Context: an optimization exercise on an open-source flow, tuned for small area, a short achievable clock period and few clock cycles. The choices shown serve that exercise and are no tape-out recipe.
The RTL was checked by simulation tests, not by an equivalence proof against the original design.
No driver is modelled on the clock port, so clock power and skew are understated where the tree is cut down; a real chip needs a root buffer or a tree.
Power and IR drop assume default switching activity.

## cave_cellular_automaton_step
module cave_cellular_automaton_step #(
	parameter int MAX_COLS = cca_pkg::CCA_MAX_COLS,
	parameter int MAX_ROWS = cca_pkg::CCA_MAX_ROWS
) (
	input  logic                      clk,
	input  logic                      arst_n,
	input  logic                      start,
	output logic                      busy,
	input  logic [14:0]                     req,
	output logic                      done,
	output logic [1:0]                      rsp,
	input  logic                      cfg_valid,
	output logic                      cfg_ready,
	input  logic [cca_pkg::CCA_CFG_IDX_W-1:0]  cfg_index,
	input  logic [cca_pkg::CCA_CFG_DATA_W-1:0] cfg_data
);
For scale: about 3700 cells after synthesis, about 34 I/O pins, roughly 53000 um^2 of cells after synthesis.
export LEC_CHECK = 0
export CAP_MARGIN = 20
export CORE_MARGIN = 2
export CORE_UTILIZATION = 45
export CTS_CLUSTER_DIAMETER = 100
export CTS_CLUSTER_SIZE = 24
export PLACE_DENSITY = 0.6
export SETUP_SLACK_MARGIN = 4.7
export SLEW_MARGIN = 20
create_clock -name core_clock -period 7.0 [get_ports {clk}]
standard.sh (not shown) runs the stock make flow with config.mk's settings and CLKGATE_MAP_FILE= SYNTH_SCRIPT=/design/flow/synth_recipe.tcl, a recipe that flattens the netlist after the stock synthesis.
==> flow/flow/run.sh <==
#!/bin/bash
# The standard layout (standard.sh) with its own clock tree: synthesis,
# floorplan and placement as standard; then flow/cts_custom.tcl builds the
# clock tree and repairs timing as ORFS's CTS step does; then the standard
# steps from global routing to the end. Port buffers are buf_2 cells.
set -euo pipefail
export BUFFER_PORTS_ARGS="-buffer_cell sky130_fd_sc_hd__buf_2"
bash standard.sh place > standard_place.log 2>&1
bash standard.sh run RUN_SCRIPT="$PWD/flow/cts_custom.tcl" RUN_LOG_NAME_STEM=4_1_cts > cts_custom.log 2>&1
bash standard.sh > standard_finish.log 2>&1
==> flow/flow/cts_custom.tcl <==
# Clock tree for this design, in place of TritonCTS: the flip-flops are split
# into NX x NY clusters by location (NX columns by x, then NY groups by y in
# each column); each cluster gets a clkbuf_16 leaf buffer at its centre, and
# the leaf buffers of each of NR column blocks are driven by one clkbuf_16
# root buffer at their centre. The clock port drives the NR root buffers.
# Every flip-flop sees the same two buffer levels. The rest follows ORFS's
# cts.tcl: legalize, repair timing, legalize, write the CTS results.
utl::set_metrics_stage "cts__{}"
source $::env(SCRIPTS_DIR)/load.tcl
erase_non_stage_variables cts
load_design 3_place.odb 3_place.sdc

set NX 8
set NY 8
set NR 4

set block [ord::get_db_block]
set db [ord::get_db]
set clk_port_net [$block findNet clk]
set buf [$db findMaster sky130_fd_sc_hd__clkbuf_16]

proc it_x {it} { set b [[$it getInst] getBBox]; return [expr {([$b xMin] + [$b xMax]) / 2}] }
proc it_y {it} { set b [[$it getInst] getBBox]; return [expr {([$b yMin] + [$b yMax]) / 2}] }

set sinks {}
foreach it [$clk_port_net getITerms] {
  lappend sinks [list [it_x $it] [it_y $it] $it]
}
puts "custom cts: [llength $sinks] sinks"
set sinks [lsort -integer -index 0 $sinks]
set n [llength $sinks]
set clusters {}
for {set i 0} {$i < $NX} {incr i} {
  set col [lsort -integer -index 1 [lrange $sinks [expr {$i * $n / $NX}] [expr {($i + 1) * $n / $NX - 1}]]]
  set m [llength $col]
  for {set j 0} {$j < $NY} {incr j} {
    lappend clusters [lrange $col [expr {$j * $m / $NY}] [expr {($j + 1) * $m / $NY - 1}]]
  }
}

set root_nets {}
for {set r 0} {$r < $NR} {incr r} {
  set rn [odb::dbNet_create $block clknet_root_$r]
  $rn setSigType CLOCK
  lappend root_nets $rn
  set rsx($r) 0
  set rsy($r) 0
  set rk($r) 0
}
set k 0
foreach cl $clusters {
  set cx 0
  set cy 0
  foreach e $cl {
    set cx [expr {$cx + [lindex $e 0]}]
    set cy [expr {$cy + [lindex $e 1]}]
  }
  set cx [expr {$cx / [llength $cl]}]
  set cy [expr {$cy / [llength $cl]}]
  set inst [odb::dbInst_create $block $buf clkbuf_leaf_$k]
  $inst setLocation $cx $cy
  $inst setPlacementStatus PLACED
  set net [odb::dbNet_create $block clknet_leaf_$k]
  $net setSigType CLOCK
  [$inst findITerm X] connect $net
  set r [expr {($k / $NY) * $NR / $NX}]
  [$inst findITerm A] connect [lindex $root_nets $r]
  foreach e $cl {
    set it [lindex $e 2]
    $it disconnect
    $it connect $net
  }
  set rsx($r) [expr {$rsx($r) + $cx}]
  set rsy($r) [expr {$rsy($r) + $cy}]
  incr rk($r)
  incr k
}
for {set r 0} {$r < $NR} {incr r} {
  set root [odb::dbInst_create $block $buf clkbuf_root_$r]
  $root setLocation [expr {$rsx($r) / $rk($r)}] [expr {$rsy($r) / $rk($r)}]
  $root setPlacementStatus PLACED
  [$root findITerm X] connect [lindex $root_nets $r]
  [$root findITerm A] connect $clk_port_net
}
puts "custom cts: $k leaf buffers, $NR root buffers"

set_propagated_clock [all_clocks]
log_cmd estimate_parasitics -placement

set_placement_padding -global \
  -left $::env(CELL_PAD_IN_SITES_DETAIL_PLACEMENT) \
  -right $::env(CELL_PAD_IN_SITES_DETAIL_PLACEMENT)
detailed_placement
log_cmd estimate_parasitics -placement

if { !$::env(SKIP_CTS_REPAIR_TIMING) } {
  repair_timing_helper
  detailed_placement
  check_placement -verbose
}

report_metrics 4 "cts final"

orfs_write_db $::env(RESULTS_DIR)/4_1_cts.odb
orfs_write_sdc $::env(RESULTS_DIR)/4_cts.sdc
Testbench counts at the start, summed over its fixed seeds: cycles 12,496.
Rerun with:
--- a/flow/flow/cts_custom.tcl
+++ b/flow/flow/cts_custom.tcl
@@ -4,2 +4,3 @@
-# the leaf buffers of each of NR column blocks are driven by one clkbuf_16
-# root buffer at their centre. The clock port drives the NR root buffers.
+# the leaf buffers of each quadrant (left or right half of the columns, lower
+# or upper half of the groups) are driven by one clkbuf_16 root buffer at
+# their centre. The clock port drives the four root buffers.
@@ -66 +67 @@
-  set r [expr {($k / $NY) * $NR / $NX}]
+  set r [expr {(($k / $NY) * 2 / $NX) * 2 + (($k % $NY) * 2 / $NY)}]
--- a/flow/config.mk
+++ b/flow/config.mk
@@ -14 +14 @@
-export SETUP_SLACK_MARGIN = 4.7
+export SETUP_SLACK_MARGIN = 4.6
- The new run ran to the end with no violations
- utilization fell by 0.55 points
- hold slack loses 0.040 ns
- die area is unchanged
Rerun with:
--- a/flow/flow/cts_custom.tcl
+++ b/flow/flow/cts_custom.tcl
@@ -15 +15 @@
-set NY 8
+set NY 6
After rerunning:
- design area came out lower by 0.64%
- utilization came out lower by 0.32 points
- sequential share of layout area came out higher by 0.42 points
- setup slack barely changes
- total power came out lower by 1.6%
- synthesized area is unchanged
- combinational power stays flat
- routed wire length is about the same
- clock power came out lower by 11%
No run of this note takes its clock network from TritonCTS; it comes from the design's own scripts or RTL.

cave_cellular_automaton_step, a different RTL version from the one above (not shown whole).
Size: about 3700 cells after synthesis, roughly 1400 flip-flops, about 34 I/O pins, roughly 54000 µm² of cells after synthesis.
Design cave_cellular_automaton_step, start of the top module:
module cave_cellular_automaton_step #(
	parameter int MAX_COLS = cca_pkg::CCA_MAX_COLS,
	parameter int MAX_ROWS = cca_pkg::CCA_MAX_ROWS
) (
	input  logic                      clk,
	input  logic                      arst_n,
	input  logic                      start,
	output logic                      busy,
	input  logic [14:0]                     req,
	output logic                      done,
	output logic [1:0]                      rsp,
	input  logic                      cfg_valid,
	output logic                      cfg_ready,
	input  logic [cca_pkg::CCA_CFG_IDX_W-1:0]  cfg_index,
	input  logic [cca_pkg::CCA_CFG_DATA_W-1:0] cfg_data
);
export LEC_CHECK = 0
export CAP_MARGIN = 20
export CORE_MARGIN = 2
export CORE_UTILIZATION = 45
export CTS_CLUSTER_DIAMETER = 100
export CTS_CLUSTER_SIZE = 24
export GPL_TIMING_DRIVEN = 0
export PLACE_DENSITY = 0.6
export SETUP_SLACK_MARGIN = 4.5
export SLEW_MARGIN = 20
create_clock -name core_clock -period 7.0 [get_ports {clk}]
run.sh (not shown) runs the stock make flow with config.mk's settings and CLKGATE_MAP_FILE= SYNTH_SCRIPT=/design/flow/synth_recipe.tcl, a recipe that flattens the netlist after the stock synthesis.
Stock flow here: none of the scripts above is used.
The first run produced a clean layout.
Testbench counts at the start, summed over its fixed seeds: cycles 12,496.
Edit:
- GPL_TIMING_DRIVEN: 0 -> default
- PLACE_DENSITY: 0.6 -> 0.7
After rerunning: The changed run ran to the end with no violations. Setup slack improved by 0.014 ns. Power decreases by 9.6%. Wire length decreases by 17%. Utilization decreases by 3.3 points. Clock-buffer cell count increases by 1.
Edit:
- PLACE_DENSITY: 0.7 -> 0.6
- SETUP_SLACK_MARGIN: 4.5 -> 4.3
=>
- The changed run completed without violations
- flip-flop and latch count is unchanged
- fmax is lower by about 1.4%
- routed wire length is higher by 6.0%
- critical path depth is higher by 3
- global-route usage is higher by 2.1 points
- area after synthesis is unchanged
- die area does not change
- first-iteration DRC count is lower by 13%
- sequential share of layout area is higher by 0.30 points
- setup slack gets worse by 0.038 ns
- total power is lower by 0.59%
Edit:
- SETUP_SLACK_MARGIN: 4.3 -> 4.4
Outcome: Total power hardly moves. Clock skew is higher by 0.014 ns. Core utilization barely changes. Setup slack gets better by 0.016 ns. Wire length barely changes.

cave_cellular_automaton_step, a different RTL version from the one above (not shown whole).
Size in the first run: about 3,600 cells after synthesis, roughly 1,300 flip-flops, roughly 53,000 µm² of cells after synthesis.
==> flow/config.mk <==
export PLATFORM = sky130hd
export DESIGN_NAME = cave_cellular_automaton_step
export DESIGN_NICKNAME = cave_cellular_automaton_step
export VERILOG_FILES = /design/flow/design.v
export SDC_FILE = /design/flow/constraint.sdc
export NUM_CORES = 8
export LEC_CHECK = 0
export CAP_MARGIN = 20
export CORE_MARGIN = 2
export CORE_UTILIZATION = 45
export CTS_CLUSTER_DIAMETER = 100
export CTS_CLUSTER_SIZE = 24
export PLACE_DENSITY = 0.6
export SETUP_SLACK_MARGIN = 4.3
export SLEW_MARGIN = 20
==> flow/constraint.sdc <==
create_clock -name core_clock -period 7.0 [get_ports {clk}]
set_input_delay 1.4000 -clock core_clock [delete_from_list [all_inputs] [get_ports {clk}]]
set_output_delay 1.4000 -clock core_clock [all_outputs]
set_load 0.01 [all_outputs]
Testbench counts at the start, summed over its fixed seeds: cycles 12,496.
Then changed:
--- a/flow/config.mk
+++ b/flow/config.mk
@@ -10 +10 @@
-export CORE_UTILIZATION = 45
+export CORE_UTILIZATION = 60
@@ -13 +13 @@
-export PLACE_DENSITY = 0.6
+export PLACE_DENSITY = 0.7
Result:
- The changed run completed with no timing, DRC or antenna violations
- combinational power stays flat
- non-clock buffer count drops by 20
- maximum frequency went down by 1.7%
- power grows by 0.58%
- utilization rises by 17 points

oak:
RTL: one of the versions met above, not the one the previous note started from.
Size: roughly 3700 cells after synthesis, about 34 I/O pins.
==> flow/design.v (excerpt) <==
module cave_cellular_automaton_step #(
	parameter int MAX_COLS = cca_pkg::CCA_MAX_COLS,
	parameter int MAX_ROWS = cca_pkg::CCA_MAX_ROWS
) (
	input  logic                      clk,
	input  logic                      arst_n,
	input  logic                      start,
	output logic                      busy,
	input  logic [14:0]                     req,
	output logic                      done,
	output logic [1:0]                      rsp,
	input  logic                      cfg_valid,
	output logic                      cfg_ready,
	input  logic [cca_pkg::CCA_CFG_IDX_W-1:0]  cfg_index,
	input  logic [cca_pkg::CCA_CFG_DATA_W-1:0] cfg_data
);
	localparam int NG  = MAX_COLS / 2;    
	localparam int GW  = 2 * MAX_ROWS;    
	localparam int GAW = $clog2(NG);
	localparam int BW  = $clog2(GW);
	logic [1:0] req_cmd;
	logic [6:0] req_col;
	logic [4:0] req_row;
	logic       req_wall;
	assign req_cmd  = req[14:13];
	assign req_col  = req[12:6];
	assign req_row  = req[5:1];
	assign req_wall = req[0];
	logic       cfgv_q;
	logic [1:0] cfgi_q;
	logic [7:0] cfgd_q;
	always_ff @(posedge clk or negedge arst_n) begin
		if (!arst_n) begin
			cfgv_q <= 1'b0;
		end else begin
			cfgv_q <= cfg_valid;
		end
	end
	always_ff @(posedge clk) begin
		cfgi_q <= cfg_index;
		cfgd_q <= cfg_data;
	end
	localparam logic [6:0] UC_RST = 7'(MAX_COLS);
	localparam logic [4:0] KS_RST = 5'd12;   
	localparam logic [4:0] KB_RST = 5'd13;   
	logic [6:0]          ucx_q;       
	logic [MAX_ROWS-1:0] row_bad_q;   
	logic [4:0]          ksx_q;       
	logic [4:0]          kbx_q;       
	logic [6:0]          used_cols;
	logic [MAX_ROWS-1:0] row_ok;
	logic [4:0]          ks, kb;
	logic [MAX_ROWS-1:0] row_bad_d;
	logic [5:0]          used_grps;
	always_comb begin
		for (int r = 0; r < MAX_ROWS; r++) begin
			row_bad_d[r] = (6'(r) >= cfgd_q[5:0]);
		end
	end
	assign used_cols = ucx_q ^ UC_RST;
	assign row_ok    = ~row_bad_q;
	assign ks        = ksx_q ^ KS_RST;
	assign kb        = kbx_q ^ KB_RST;
	assign used_grps = 6'((7'(used_cols) + 7'd1) >> 1);
	always_ff @(posedge clk or negedge arst_n) begin
  ...
clock: 7.0 ns
lec_check: 0
cap_margin: 20
core_margin: 2
core_utilization: 45
cts_cluster_diameter: 100
cts_cluster_size: 24
place_density: 0.5
setup_slack_margin: 4.5
slew_margin: 20
oak did not stop at any stage, and its layout met the timing, design-rule and antenna checks.
Testbench counts of oak, summed over its fixed seeds: cycles 12,496.
[inputs] pine vs oak
Settings: CAP_MARGIN: 20 -> 5; SLEW_MARGIN: 20 -> 5; PLACE_DENSITY: 0.5 -> 0.6.
Notes after the runs:
The clock latency at the later pin of the worst-skew pair on oak is in line with that on pine.
From oak to pine the numbers moved as follows: power shows a reduction of 1.0%; layout overhead on the synthesized area shows no meaningful change.
Diff pine..oak | relative area of clock buffers and inverters in the final design | negligible
pine ran to completion and came out clean on the timing, design-rule and antenna checks.
The final layout from oak, which completed every stage, passed the timing, design-rule and antenna checks at the end of the flow.
Relative to oak, via count of the first global-routing pass decreased by 712 in pine.
Setup changes, pine to birch
Settings: swapping 0.6 for 0.7 in PLACE_DENSITY; swapping 45 for 55 in CORE_UTILIZATION; swapping 5 for 20 in SLEW_MARGIN; swapping 5 for 20 in CAP_MARGIN.
birch | stages: all done | timing, DRC, antenna: all pass. Diff pine -> birch: clock-pin slew reported for the worst setup and hold paths after clock tree synthesis about even; cell area after layout fell 250 um2. The chip height number comes out higher for pine vs birch.
Setup changes, birch to maple
Settings: PLACE_DENSITY now 0.6, was 0.7; ABC_CLOCK_PERIOD_IN_PS now 2600, previously not set; CORE_UTILIZATION now 45, was 55.
Between birch and maple, the difference in total power of the final layout is negligible. Layout overhead on the synthesized area: maple > birch. Of the two candidates, birch has the better clock skew and maple the worse one. Looking at birch and maple, the number of multi-input combinational cells in the layout is a wash.
diff inputs: maple => cedar
Settings: removing ABC_CLOCK_PERIOD_IN_PS (formerly 2600).
cedar finished all stages; the layout is clean. maple -> cedar: minimum clock period flat. As far as global-route usage over all layers goes, cedar and maple are indistinguishable; the numbers are identical. Re placed cell count: no difference whatsoever between cedar and maple. Taking maple as the reference, in cedar register area held steady, routed wire length held steady. Comparing maple against cedar, there is no change at all in number of cell instances on the worst register-to-register path. Diff maple -> cedar: combinational group share of total power essentially unchanged, starting density of the core essentially unchanged, average routed wire per standard cell essentially unchanged.

-- re-timing with driven ports --
The results above use ideal ports. As a check the final layouts listed here were re-extracted and re-timed, cells and wires unchanged.
Step 1: set_driving_cell puts a clkbuf_16 on clk and a buf_2 on each other input, an assumption about the parent block.
Step 2 adds t to the input delays and takes it off the output delays; t is the mean of the earliest and latest rising clock arrival at the registers after step 1. Input paths then give back, and output paths get back, about the clock's delay inside the block.
a / b / c = ideal ports / drivers / drivers and shift; a / b = the first two.
| run | shift t [ns] | setup slack, ns | worst data-port slew with drivers (ns) |
|---|---|---|---|
| the first run of note 1 | 0.630 | 4.543 / 4.407 / 4.260 | 0.03 |
| the second run of note 1 | 0.659 | 4.554 / 4.396 / 4.312 | 0.03 |
| the third run of note 1 | 0.633 | 4.552 / 4.411 / 4.332 | 0.03 |
| the first run of note 2 | 0.754 | 4.384 / 4.327 / 3.864 | 0.04 |
| the second run of note 2 | 0.738 | 4.398 / 4.324 / 4.063 | 0.04 |
| the third run of note 2 | 0.758 | 4.360 / 4.306 / 4.021 | 0.03 |
| the fourth run of note 2 | 0.746 | 4.375 / 4.303 / 4.061 | 0.03 |
| the first run of note 3 | 0.744 | 4.272 / 4.239 / 3.672 | 0.05 |
| the second run of note 3 | 0.734 | 4.226 / 4.226 / 3.663 | 0.04 |
| oak | 0.756 | 4.405 / 4.322 / 4.025 | 0.04 |
| pine | 0.748 | 4.410 / 4.334 / 4.065 | 0.03 |
| birch | 0.722 | 4.419 / 4.347 / 4.044 | 0.04 |
| maple | 0.750 | 4.407 / 4.331 / 4.039 | 0.03 |
| cedar | 0.750 | 4.407 / 4.331 / 4.039 | 0.03 |
After both steps every run listed still meets setup and hold. The setup slack of the first run of note 3, which loses most, moves by -0.033 ns with the drivers and by -0.600 ns with both steps.
